This design comes from an exercise in tuning for small area and few clock cycles per item on the open sky130 flow, not from production work. In this exercise RTL edits were held to simulation tests only and were not proved equivalent to the original.

Design fp_mult_pipe, start of the top module:
module fp_mult_pipe #(
  parameter int unsigned EXP_W = 8,
  parameter int unsigned MAN_W = 23,
  parameter int unsigned TAG_W = 4
) (
  input  logic                   clk,
  input  logic                   rstn,
  input  logic                   in_valid,
  output logic                   in_ready,
  input  logic [EXP_W+MAN_W:0]   a,
  input  logic [EXP_W+MAN_W:0]   b,
  input  logic [TAG_W-1:0]       in_tag,
  output logic                   out_valid,
  input  logic                   out_ready,
  output logic [EXP_W+MAN_W:0]   result,
  output logic [TAG_W-1:0]       out_tag,
  output logic [3:0]             flags
);
Size in the first run: ~1900 cells after synthesis, ~46 flip-flops.
export LEC_CHECK = 0
export ABC_AREA = 1
export CAP_MARGIN = 20
export CORE_MARGIN = 2
export CORE_UTILIZATION = 40
export CTS_BUF_LIST = sky130_fd_sc_hd__clkbuf_8
export GPL_TIMING_DRIVEN = 0
export PLACE_DENSITY = 0.8
export SETUP_SLACK_MARGIN = 0.02
export SLEW_MARGIN = 20
export SYNTH_HIERARCHICAL = 1
export SYNTH_MINIMUM_KEEP_SIZE = 0
create_clock -name core_clock -period 7.0 [get_ports {clk}]
standard.sh (not shown) runs the stock make flow with config.mk's settings and CLKGATE_MAP_FILE= SYNTH_SCRIPT=/design/flow/synth_recipe.tcl, a recipe that flattens the netlist after the stock synthesis.
==> flow/flow/run.sh <==
#!/bin/bash
# Standard ORFS layout, with plain buffers on the ports instead of the delay cell buffer_ports
# picks, and with the synthesis buffers removed at floorplan so repair_design rebuffers.
set -euo pipefail
bash standard.sh BUFFER_PORTS_ARGS="-buffer_cell sky130_fd_sc_hd__buf_2" REMOVE_ABC_BUFFERS=1  finish > make.log 2>&1
Testbench counts at the start, summed over its fixed seeds: cycles 16,008, items 16,000.
Next try:
Settings changed: PLACE_DENSITY 0.8 to 0.7.
=> Fmax hardly moves; critical path depth went up by 1; non-clock buffer count falls by 3; sequential share of layout area stays flat; wire length rises by 0.67%; cell area barely changes.

========
Another version of the RTL of fp_mult_pipe (not shown whole).
Size in the first run: roughly 1800 cells after synthesis, ~110 I/O pins, ~16000 um2 of cells after synthesis.
// fp_mult_pipe
module fp_mult_pipe #(
  parameter int unsigned EXP_W = 8,
  parameter int unsigned MAN_W = 23,
  parameter int unsigned TAG_W = 4
) (
  input  logic                   clk,
  input  logic                   rstn,
  input  logic                   in_valid,
  output logic                   in_ready,
  input  logic [EXP_W+MAN_W:0]   a,
  input  logic [EXP_W+MAN_W:0]   b,
  input  logic [TAG_W-1:0]       in_tag,
  output logic                   out_valid,
  input  logic                   out_ready,
  output logic [EXP_W+MAN_W:0]   result,
  output logic [TAG_W-1:0]       out_tag,
  output logic [3:0]             flags
);
export LEC_CHECK = 0
export ABC_AREA = 1
export CAP_MARGIN = 20
export CORE_MARGIN = 2
export CORE_UTILIZATION = 40
export CTS_BUF_LIST = sky130_fd_sc_hd__clkbuf_8
export GPL_TIMING_DRIVEN = 0
export PLACE_DENSITY = 0.7
export SETUP_SLACK_MARGIN = 0.02
export SLEW_MARGIN = 20
export SYNTH_HIERARCHICAL = 1
export SYNTH_MINIMUM_KEEP_SIZE = 0
create_clock -name core_clock -period 7.0 [get_ports {clk}]
Scripts as last shown in full above: flow/flow/run.sh
The baseline produced a clean layout.
Testbench counts at the start, summed over its fixed seeds: cycles 16,008, items 16,000.
Edit:
==> flow/flow/run.sh (replaced) <==
#!/bin/bash
# Standard ORFS layout, with plain buffers on the ports instead of the delay cell buffer_ports
# picks, and with the synthesis buffers removed at floorplan so repair_design rebuffers.
set -euo pipefail
bash standard.sh BUFFER_PORTS_ARGS="-buffer_cell sky130_fd_sc_hd__buf_2" REMOVE_ABC_BUFFERS=1 RECOVER_POWER=100 finish > make.log 2>&1
Settings changed: CTS_BUF_LIST sky130_fd_sc_hd__clkbuf_8 to unset, PLACE_DENSITY 0.7 to unset.
Effect: The new run finished with capacitance limit, slew limit left; final cell count rose by 0.42%; cell area grows by about 2%; sequential cell count stays the same; die area stays the same; worst setup slack got worse by 0.046 ns; synthesized area stays the same; maximum frequency drops by about 0.7%; global-route usage grows by 1.1 points; register-to-register slack loses 1.2 ns; routed wire length rose by about 2.4%.

========
Another version of the RTL of fp_mult_pipe (not shown whole).
For scale: roughly 1800 cells after synthesis, ~46 flip-flops, ~110 I/O pins.
==> flow/config.mk <==
export PLATFORM = sky130hd
export DESIGN_NAME = fp_mult_pipe
export DESIGN_NICKNAME = fp_mult_pipe
export VERILOG_FILES = /design/flow/design.v
export SDC_FILE = /design/flow/constraint.sdc
export NUM_CORES = 4
export LEC_CHECK = 0
export ABC_AREA = 1
export CAP_MARGIN = 20
export CORE_MARGIN = 2
export CORE_UTILIZATION = 40
export GPL_TIMING_DRIVEN = 0
export SETUP_SLACK_MARGIN = 0.05
export SLEW_MARGIN = 20
export SYNTH_HIERARCHICAL = 1
export SYNTH_MINIMUM_KEEP_SIZE = 0
==> flow/constraint.sdc <==
create_clock -name core_clock -period 7.0 [get_ports {clk}]
set_input_delay 1.4000 -clock core_clock [delete_from_list [all_inputs] [get_ports {clk}]]
set_output_delay 1.4000 -clock core_clock [all_outputs]
set_load 0.01 [all_outputs]
==> flow/flow/run.sh <==
#!/bin/bash
# Standard ORFS layout, with plain buffers on the ports instead of the delay cell buffer_ports picks.
set -euo pipefail
bash standard.sh BUFFER_PORTS_ARGS="-buffer_cell sky130_fd_sc_hd__buf_2" REMOVE_ABC_BUFFERS=1 finish > make.log 2>&1
The first run went through all stages and came out clean.
Testbench counts at the start, summed over its fixed seeds: cycles 16,008, items 16,000.
Rerun with:
==> flow/flow/run.sh (replaced) <==
#!/bin/bash
# Standard ORFS layout, with plain buffers on the ports instead of the delay cell buffer_ports
# picks, and with the synthesis buffers removed at floorplan so repair_design rebuffers.
set -euo pipefail
bash standard.sh BUFFER_PORTS_ARGS="-buffer_cell sky130_fd_sc_hd__buf_2" REMOVE_ABC_BUFFERS=1  finish > make.log 2>&1
Settings changed: SETUP_SLACK_MARGIN 0.05 to 0.02.
After rerunning: The changed run went through all stages and came out clean. Final area stays flat. First-iteration DRC count decreases by 12%. Worst setup slack barely changes. Area after synthesis does not change.

==> port drivers added, routing unchanged <==
No port has a modelled driver above. Below, the same layouts with a new extraction and two added sets of constraints. Step 1, drivers: a clkbuf_16 drives clk and a buf_2 each remaining input, both assumed. Step 2 times the ports against the registers' clock, not the clock port: input delays grow and output delays shrink by t, the midpoint of the rising clock arrivals with the driver on. a / b / c = ideal / step 1 / step 2; a / b = the first two.
run | shift t [ns] | slack for setup (ns) | pins driven straight from the clock port
the first run of note 1 | 0.346 | 0.252 / 0.247 / -0.099 | 1
the second run of note 1 | 0.347 | 0.271 / 0.264 / -0.083 | 1
the first run of note 2 | 0.345 | 0.235 / 0.224 / -0.121 | 1
the second run of note 2 | 0.332 | 0.189 / 0.181 / -0.151 | 1
the first run of note 3 | 0.336 | 0.226 / 0.195 / -0.141 | 1
the second run of note 3 | 0.337 | 0.227 / 0.189 / -0.113 | 1
The setup slack of the first run of note 3, which loses most, moves by -0.031 ns with the drivers and by -0.367 ns with both steps.
